This design comes from an exercise in tuning for small area and a short achievable clock period on the open sky130 flow, not from production work. Where RTL was checked, it was by simulation tests only, not by an equivalence proof against the original. No activity file was given, so power comes from the tool's default toggle rates.

==> 11-16 <==
Design socks4a_request_filter, start of the top module:
module socks4a_request_filter (
  input  wire logic        clk,
  input  wire logic        rst_n,
  input  wire logic        in_valid,
  output logic             in_ready,
  input  wire logic [7:0]  in_req_byte,
  input  wire logic        in_end_of_request,
  output logic             out_valid,
  input  wire logic        out_ready,
  output logic [7:0]       out_reply_byte,
  output logic             out_reply_final,
  output logic             out_granted,
  output logic             out_is_socks4a,
  output logic             out_is_bind,
  input  wire logic        cfg_valid,
  output logic             cfg_ready,
  input  wire logic [2:0]  cfg_index,
  input  wire logic [37:0] cfg_data
);
==> module socks4a_request_filter, before the edit <==
module socks4a_request_filter (
  input  wire logic        clk,
  input  wire logic        rst_n,
  input  wire logic        in_valid,
  output logic             in_ready,
  input  wire logic [7:0]  in_req_byte,
  input  wire logic        in_end_of_request,
  output logic             out_valid,
  input  wire logic        out_ready,
  output logic [7:0]       out_reply_byte,
  output logic             out_reply_final,
  output logic             out_granted,
  output logic             out_is_socks4a,
  output logic             out_is_bind,
  input  wire logic        cfg_valid,
  output logic             cfg_ready,
  input  wire logic [2:0]  cfg_index,
  input  wire logic [37:0] cfg_data
);
  logic [5:0]  rv;             
  logic [5:0]  rk;             
  logic [3:0]  rw [6];         
  logic [31:0] ra [6];         
  logic [15:0] bp;             
  logic        bpf;            
  logic [12:0] pos;
  logic        c1, c2;         
  logic [15:0] port;
  logic [31:0] addr;
  logic [1:0]  nul;
  logic        g7;             
  logic        rvld;
  logic [2:0]  beat;
  logic        rg, r4a, rb;
  logic [15:0] rport;
  logic [31:0] raddr;
  assign cfg_ready = 1'b1;
  always_ff @(posedge clk) begin
    if (cfg_valid && cfg_index == 3'd0) bp <= cfg_data[15:0];
    if (!rst_n) bpf <= 1'b0;
    else if (cfg_valid && cfg_index == 3'd0) bpf <= 1'b1;
  end
  for (genvar i = 0; i < 6; i++) begin : g_rule
    always_ff @(posedge clk) begin
      if (cfg_valid && cfg_index == 3'(i + 1)) begin
        rk[i] <= cfg_data[36];
        rw[i] <= cfg_data[35:32];
        ra[i] <= cfg_data[31:0];
      end
      if (!rst_n) rv[i] <= 1'b0;
      else if (cfg_valid && cfg_index == 3'(i + 1)) rv[i] <= cfg_data[37];
    end
  end
  logic hdr;                   
  logic over;                  
  logic is1, is2, is3, is4, is5, is6, is7, ge7;
  assign hdr  = (pos[12:3] == 10'd0);
  assign over = pos[12];
  assign is1 = hdr && pos[2:0] == 3'd1;
  assign is2 = hdr && pos[2:0] == 3'd2;
  assign is3 = hdr && pos[2:0] == 3'd3;
  assign is4 = hdr && pos[2:0] == 3'd4;
  assign is5 = hdr && pos[2:0] == 3'd5;
  assign is6 = hdr && pos[2:0] == 3'd6;
  assign is7 = hdr && pos[2:0] == 3'd7;
  assign ge7 = !hdr || pos[2:0] == 3'd7;
  logic last, out_take, out_last, in_take, in_end, reply_ok, load;
  assign last      = (beat == 3'd7);
  assign out_take  = rvld && out_ready;
  assign out_last  = out_take && last;
  assign in_ready  = !rvld || out_last || !in_end_of_request;
  assign in_take   = in_valid && in_ready;
  assign in_end    = in_take && in_end_of_request;
  assign reply_ok  = ge7 && (c1 || c2);
  assign load      = in_end && reply_ok;
  always_ff @(posedge clk) begin
    if (is1) begin
      c1 <= (in_req_byte == 8'd1);
      c2 <= (in_req_byte == 8'd2);
    end
    if (is2) port[15:8]  <= in_req_byte;
    if (is3) port[7:0]   <= in_req_byte;
    if (is4) addr[31:24] <= in_req_byte;
    if (is5) addr[23:16] <= in_req_byte;
    if (is6) addr[15:8]  <= in_req_byte;
    if (is7) addr[7:0]   <= in_req_byte;
  end
  logic nul_byte;
  assign nul_byte = (in_req_byte == 8'd0) && !hdr && !over;
  always_ff @(posedge clk) begin
    if (!rst_n || in_end) begin
      pos <= '0;
      nul <= '0;
    end else if (in_take) begin
      if (!over) pos <= pos + 13'd1;
      if (nul_byte && nul != 2'd2) nul <= nul + 2'd1;
    end
  end
  logic [5:0] part, hit;
  logic       none, g_in;
  for (genvar i = 0; i < 6; i++) begin : g_match
    assign part[i] = rv[i] && (rk[i] ? c2 : c1) &&
                     (rw[i][0] || ra[i][31:24] == addr[31:24]) &&
                     (rw[i][1] || ra[i][23:16] == addr[23:16]) &&
                     (rw[i][2] || ra[i][15:8]  == addr[15:8]);
    assign hit[i]  = part[i] && (rw[i][3] || ra[i][7:0] == in_req_byte);
  end
  assign none = !(|rv);
  assign g_in = (|hit) || none;
  always_ff @(posedge clk) begin
    if (is7) g7 <= g_in;
  end
  logic rep_en;
  assign rep_en = !rvld || out_last;
  always_ff @(posedge clk) begin
    if (rep_en) begin
      rg    <= is7 ? g_in : g7;
      r4a   <= (nul == 2'd2) || (nul == 2'd1 && nul_byte);
      rb    <= c2;
      rport <= c2 ? (bpf ? bp : 16'd0) : port;
      raddr <= {addr[31:8], is7 ? in_req_byte : addr[7:0]};
    end
  end
  always_ff @(posedge clk) begin
    if (!rst_n) begin
      rvld <= 1'b0;
      beat <= '0;
    end else begin
      rvld <= load || (rvld && !out_last);
      if (out_take) beat <= beat + 3'd1;
    end
  end
  always_comb begin
    case (beat)
      3'd0:    out_reply_byte = 8'd0;
      3'd1:    out_reply_byte = {7'b0101101, !rg};
      3'd2:    out_reply_byte = rport[15:8];
      3'd3:    out_reply_byte = rport[7:0];
      3'd4:    out_reply_byte = rb ? 8'd0 : raddr[31:24];
      3'd5:    out_reply_byte = rb ? 8'd0 : raddr[23:16];
      3'd6:    out_reply_byte = rb ? 8'd0 : raddr[15:8];
      default: out_reply_byte = rb ? 8'd0 : raddr[7:0];
    endcase
  end
  assign out_valid       = rvld;
  assign out_reply_final = last;
  assign out_granted     = rg;
  assign out_is_socks4a  = r4a;
  assign out_is_bind     = rb;
endmodule
make LEC_CHECK=0 CAP_MARGIN=20 CORE_MARGIN=2 CORE_UTILIZATION=40 PLACE_DENSITY=0.6 SLEW_MARGIN=20 finish   # period 4.5 ns
run.sh (not shown) runs the stock make flow with config.mk's settings and CLKGATE_MAP_FILE= SYNTH_SCRIPT=/design/flow/synth_recipe.tcl, a recipe that flattens the netlist after the stock synthesis.
==> 03-02: changes against 11-16 <==
--- a/flow/design.v
+++ b/flow/design.v
@@ -63,7 +63,7 @@
   logic [1:0]  nul;
   logic        g7;             
   logic        rvld;
-  logic [2:0]  beat;
+  logic        last;           
   logic        rg, r4a, rb;
   logic [15:0] rport;
   logic [31:0] raddr;
@@ -97,8 +97,7 @@
   assign is6 = hdr && pos[2:0] == 3'd6;
   assign is7 = hdr && pos[2:0] == 3'd7;
   assign ge7 = !hdr || pos[2:0] == 3'd7;
-  logic last, out_take, out_last, in_take, in_end, reply_ok, load;
-  assign last      = (beat == 3'd7);
+  logic out_take, out_last, in_take, in_end, reply_ok, load;
   assign out_take  = rvld && out_ready;
   assign out_last  = out_take && last;
   assign in_ready  = !rvld || out_last || !in_end_of_request;
@@ -129,17 +128,20 @@
       if (nul_byte && nul != 2'd2) nul <= nul + 2'd1;
     end
   end
-  logic [5:0] part, hit;
+  logic [5:0] part, part_nx, hit;
   logic       none, g_in;
   for (genvar i = 0; i < 6; i++) begin : g_match
-    assign part[i] = rv[i] && (rk[i] ? c2 : c1) &&
-                     (rw[i][0] || ra[i][31:24] == addr[31:24]) &&
-                     (rw[i][1] || ra[i][23:16] == addr[23:16]) &&
-                     (rw[i][2] || ra[i][15:8]  == addr[15:8]);
-    assign hit[i]  = part[i] && (rw[i][3] || ra[i][7:0] == in_req_byte);
+    assign part_nx[i] = rv[i] && (rk[i] ? c2 : c1) &&
+                        (rw[i][0] || ra[i][31:24] == addr[31:24]) &&
+                        (rw[i][1] || ra[i][23:16] == addr[23:16]) &&
+                        (rw[i][2] || ra[i][15:8]  == in_req_byte);
+    assign hit[i]     = part[i] && (rw[i][3] || ra[i][7:0] == in_req_byte);
   end
   assign none = !(|rv);
   assign g_in = (|hit) || none;
+  always_ff @(posedge clk) begin
+    if (is6) part <= part_nx;
+  end
   always_ff @(posedge clk) begin
     if (is7) g7 <= g_in;
   end
@@ -150,32 +152,37 @@
       rg    <= is7 ? g_in : g7;
       r4a   <= (nul == 2'd2) || (nul == 2'd1 && nul_byte);
       rb    <= c2;
-      rport <= c2 ? (bpf ? bp : 16'd0) : port;
+      rport <= port;
       raddr <= {addr[31:8], is7 ? in_req_byte : addr[7:0]};
     end
   end
+  logic [7:0]  bt;
+  logic [7:0]  ob, nb;
+  logic [15:0] bpv;
+  assign bpv  = bpf ? bp : 16'd0;
+  assign last = bt[7];
+  assign nb = ({8{bt[0]}} & {7'b0101101, !rg}) |
+              ({8{bt[1]}} & (rb ? bpv[15:8] : rport[15:8])) |
+              ({8{bt[2]}} & (rb ? bpv[7:0]  : rport[7:0])) |
+              ({8{bt[3] && !rb}} & raddr[31:24]) |
+              ({8{bt[4] && !rb}} & raddr[23:16]) |
+              ({8{bt[5] && !rb}} & raddr[15:8]) |
+              ({8{bt[6] && !rb}} & raddr[7:0]);
   always_ff @(posedge clk) begin
     if (!rst_n) begin
       rvld <= 1'b0;
-      beat <= '0;
+      bt   <= 8'd1;
+      ob   <= '0;
     end else begin
       rvld <= load || (rvld && !out_last);
-      if (out_take) beat <= beat + 3'd1;
+      if (out_take) begin
+        bt <= {bt[6:0], bt[7]};
+        ob <= nb;
+      end
     end
   end
-  always_comb begin
-    case (beat)
-      3'd0:    out_reply_byte = 8'd0;
-      3'd1:    out_reply_byte = {7'b0101101, !rg};
-      3'd2:    out_reply_byte = rport[15:8];
-      3'd3:    out_reply_byte = rport[7:0];
-      3'd4:    out_reply_byte = rb ? 8'd0 : raddr[31:24];
-      3'd5:    out_reply_byte = rb ? 8'd0 : raddr[23:16];
-      3'd6:    out_reply_byte = rb ? 8'd0 : raddr[15:8];
-      default: out_reply_byte = rb ? 8'd0 : raddr[7:0];
-    endcase
-  end
   assign out_valid       = rvld;
+  assign out_reply_byte  = ob;
   assign out_reply_final = last;
   assign out_granted     = rg;
   assign out_is_socks4a  = r4a;
==> flow/flow/run.sh (new file) <==
#!/bin/bash
# The standard layout (the standard.sh: standard synthesis, floorplan,
# placement, CTS, routing), with two changes:
#  - the port buffers that global placement inserts on every input and output
#    are sky130_fd_sc_hd__buf_2 instead of the delay-buffer cell that
#    buffer_ports picks on its own;
#  - clock tree synthesis uses larger sink clusters and no dummy loads.
set -uo pipefail
bash standard.sh "BUFFER_PORTS_ARGS=-buffer_cell sky130_fd_sc_hd__buf_2" \
  "CTS_ARGS=-sink_clustering_enable -repair_clock_nets -dont_use_dummy_load -buf_list sky130_fd_sc_hd__clkbuf_8 -sink_clustering_size 16 -sink_clustering_max_diameter 50" \
  finish > standard.log 2>&1
==> flow/standard.sh (new file) <==
#!/bin/bash
# synth_recipe.tcl (not shown) runs the flow's synth.tcl, then flattens the netlist and writes it again
# the make line also repeats each setting of config.mk as NAME=value (left out here)
make -C /OpenROAD-flow-scripts/flow DESIGN_CONFIG=/design/flow/config.mk WORK_HOME=/design/flow/orfs CLKGATE_MAP_FILE= SYNTH_SCRIPT=/design/flow/synth_recipe.tcl "${@:-finish}"
SETUP_SLACK_MARGIN = 2.5   (was not set)
removed: flow/run.sh
==> 08-15: changes against 11-16 <==
--- a/flow/design.v
+++ b/flow/design.v
@@ -63,7 +63,7 @@
   logic [1:0]  nul;
   logic        g7;             
   logic        rvld;
-  logic [2:0]  beat;
+  logic        last;           
   logic        rg, r4a, rb;
   logic [15:0] rport;
   logic [31:0] raddr;
@@ -97,8 +97,7 @@
   assign is6 = hdr && pos[2:0] == 3'd6;
   assign is7 = hdr && pos[2:0] == 3'd7;
   assign ge7 = !hdr || pos[2:0] == 3'd7;
-  logic last, out_take, out_last, in_take, in_end, reply_ok, load;
-  assign last      = (beat == 3'd7);
+  logic out_take, out_last, in_take, in_end, reply_ok, load;
   assign out_take  = rvld && out_ready;
   assign out_last  = out_take && last;
   assign in_ready  = !rvld || out_last || !in_end_of_request;
@@ -129,17 +128,20 @@
       if (nul_byte && nul != 2'd2) nul <= nul + 2'd1;
     end
   end
-  logic [5:0] part, hit;
+  logic [5:0] part, part_nx, hit;
   logic       none, g_in;
   for (genvar i = 0; i < 6; i++) begin : g_match
-    assign part[i] = rv[i] && (rk[i] ? c2 : c1) &&
-                     (rw[i][0] || ra[i][31:24] == addr[31:24]) &&
-                     (rw[i][1] || ra[i][23:16] == addr[23:16]) &&
-                     (rw[i][2] || ra[i][15:8]  == addr[15:8]);
-    assign hit[i]  = part[i] && (rw[i][3] || ra[i][7:0] == in_req_byte);
+    assign part_nx[i] = rv[i] && (rk[i] ? c2 : c1) &&
+                        (rw[i][0] || ra[i][31:24] == addr[31:24]) &&
+                        (rw[i][1] || ra[i][23:16] == addr[23:16]) &&
+                        (rw[i][2] || ra[i][15:8]  == in_req_byte);
+    assign hit[i]     = part[i] && (rw[i][3] || ra[i][7:0] == in_req_byte);
   end
   assign none = !(|rv);
   assign g_in = (|hit) || none;
+  always_ff @(posedge clk) begin
+    if (is6) part <= part_nx;
+  end
   always_ff @(posedge clk) begin
     if (is7) g7 <= g_in;
   end
@@ -150,32 +152,37 @@
       rg    <= is7 ? g_in : g7;
       r4a   <= (nul == 2'd2) || (nul == 2'd1 && nul_byte);
       rb    <= c2;
-      rport <= c2 ? (bpf ? bp : 16'd0) : port;
+      rport <= port;
       raddr <= {addr[31:8], is7 ? in_req_byte : addr[7:0]};
     end
   end
+  logic [7:0]  bt;
+  logic [7:0]  ob, nb;
+  logic [15:0] bpv;
+  assign bpv  = bpf ? bp : 16'd0;
+  assign last = bt[7];
+  assign nb = ({8{bt[0]}} & {7'b0101101, !rg}) |
+              ({8{bt[1]}} & (rb ? bpv[15:8] : rport[15:8])) |
+              ({8{bt[2]}} & (rb ? bpv[7:0]  : rport[7:0])) |
+              ({8{bt[3] && !rb}} & raddr[31:24]) |
+              ({8{bt[4] && !rb}} & raddr[23:16]) |
+              ({8{bt[5] && !rb}} & raddr[15:8]) |
+              ({8{bt[6] && !rb}} & raddr[7:0]);
   always_ff @(posedge clk) begin
     if (!rst_n) begin
       rvld <= 1'b0;
-      beat <= '0;
+      bt   <= 8'd1;
+      ob   <= '0;
     end else begin
       rvld <= load || (rvld && !out_last);
-      if (out_take) beat <= beat + 3'd1;
+      if (out_take) begin
+        bt <= {bt[6:0], bt[7]};
+        ob <= nb;
+      end
     end
   end
-  always_comb begin
-    case (beat)
-      3'd0:    out_reply_byte = 8'd0;
-      3'd1:    out_reply_byte = {7'b0101101, !rg};
-      3'd2:    out_reply_byte = rport[15:8];
-      3'd3:    out_reply_byte = rport[7:0];
-      3'd4:    out_reply_byte = rb ? 8'd0 : raddr[31:24];
-      3'd5:    out_reply_byte = rb ? 8'd0 : raddr[23:16];
-      3'd6:    out_reply_byte = rb ? 8'd0 : raddr[15:8];
-      default: out_reply_byte = rb ? 8'd0 : raddr[7:0];
-    endcase
-  end
   assign out_valid       = rvld;
+  assign out_reply_byte  = ob;
   assign out_reply_final = last;
   assign out_granted     = rg;
   assign out_is_socks4a  = r4a;
==> flow/flow/run.sh (new file) <==
#!/bin/bash
# The standard layout (the standard.sh: standard synthesis, floorplan,
# placement, CTS, routing), with two changes:
#  - the port buffers that global placement inserts on every input and output
#    are sky130_fd_sc_hd__buf_2 instead of the delay-buffer cell that
#    buffer_ports picks on its own;
#  - clock tree synthesis uses larger sink clusters and no dummy loads.
set -uo pipefail
bash standard.sh "BUFFER_PORTS_ARGS=-buffer_cell sky130_fd_sc_hd__buf_2" \
  "CTS_ARGS=-sink_clustering_enable -repair_clock_nets -dont_use_dummy_load -buf_list sky130_fd_sc_hd__clkbuf_8 -sink_clustering_size 16 -sink_clustering_max_diameter 50" \
  finish > standard.log 2>&1
==> flow/standard.sh (new file) <==
#!/bin/bash
# synth_recipe.tcl (not shown) runs the flow's synth.tcl, then flattens the netlist and writes it again
# the make line also repeats each setting of config.mk as NAME=value (left out here)
make -C /OpenROAD-flow-scripts/flow DESIGN_CONFIG=/design/flow/config.mk WORK_HOME=/design/flow/orfs CLKGATE_MAP_FILE= SYNTH_SCRIPT=/design/flow/synth_recipe.tcl "${@:-finish}"
SETUP_SLACK_MARGIN = 2.3   (was not set)
removed: flow/run.sh
==> summary of the runs <==
First-iteration DRC count, highest first: 08-15, 11-16, 03-02.
Of 11-16 and 03-02, 03-02 has the higher via count (gap 3.4%, measured against 03-02).
Of 11-16 and 03-02, 03-02 has the higher synthesized area (gap about 2.2%, measured against 03-02).
The lowest clock skew belongs to 11-16, the highest to 03-02.
Of 11-16 and 03-02, 03-02 has the higher sequential power (gap about 4%, measured against 03-02).
Of 11-16 and 03-02, 11-16 has the higher clock power (gap 84%, measured against 03-02).
Worst hold slack: 08-15 < 03-02 < 11-16.
11-16 finished with timing, DRC and antenna clean. 08-15 ran to the end with no violations. 03-02 ran to the end with no violations.
==> figures <==
| item | 11-16 | 08-15 | 03-02 |
|---|---|---|---|
| Outcome | timing/DRC/antenna clean | timing/DRC/antenna clean | timing/DRC/antenna clean |
| Final core area utilization | 47.5% | 44.5% | 45.4% |
| Met1 usage in global routing | 24.9% | 25.3% | 25.2% |
| Met3 track demand over resource in global routing | 2.42% | 3.07% | 3.56% |
| Setup skew after layout | 8.62 ps | 54.2 ps | 61.4 ps |
| Fraction of synthesized cell area taken by the top area cell type | 67.6% | 67.3% | 67.3% |
| Number of clock sinks seen by CTS | 366 | 385 | 385 |
| Leak Pwr | 5.93 nW | 5.60 nW | 5.79 nW |
| Post-Synthesis Cell Area | 14700 um2 | 15000 um2 | 15000 um2 |
| Startpoint type of the worst setup path | flip-flop | input port | input port |
| Number of antenna violations at the first check in global routing | 0 | 1 | 4 |
| Mean routed wirelength per cell | 21.7 um | 23.6 um | 22.8 um |
| Share of cell area taken by flip-flops and latches | 61.6% | 66.8% | 65.4% |
| Routability Congestion | 0.835 | 0.806 | 0.774 |
| Internal power summed over all cells | 0.00603 W | 0.00483 W | 0.00486 W |
| Distinct cell type count after synthesis | 48 | 44 | 44 |
For 11-16, only the layout was checked, not whether the RTL still works.

-- static timing again, ports no longer ideal --
The results above use ideal ports. As a check the final layouts listed here were re-extracted and re-timed, cells and wires unchanged. Step 1 assumes that a clkbuf_16 drives the clock port and a buf_2 every other input. Step 2 moves the port delays by t, midway between the first and last clock arrival at a register: inputs arrive t later, outputs are due t later. That takes back most of the time a late clock gives input paths. a / b / c = ideal / step 1 / step 2; a / b = the first two.
| run | t (ns) | slack for setup (ns) | hold WS [ns] |
|---|---|---|---|
| 11-16 | 0.564 | 0.354 / 0.302 / 0.866 | 0.463 / 0.463 / 0.463 |
| 03-02 | 0.600 | 2.282 / 2.242 / 1.968 | 0.414 / 0.414 / 0.414 |
| 08-15 | 0.580 | 2.287 / 2.250 / 1.760 | 0.390 / 0.390 / 0.390 |
After both steps setup and hold are still met in every run listed. For 08-15, which loses most, drivers alone change the setup slack by -0.037 ns; drivers and shift together by -0.527 ns.
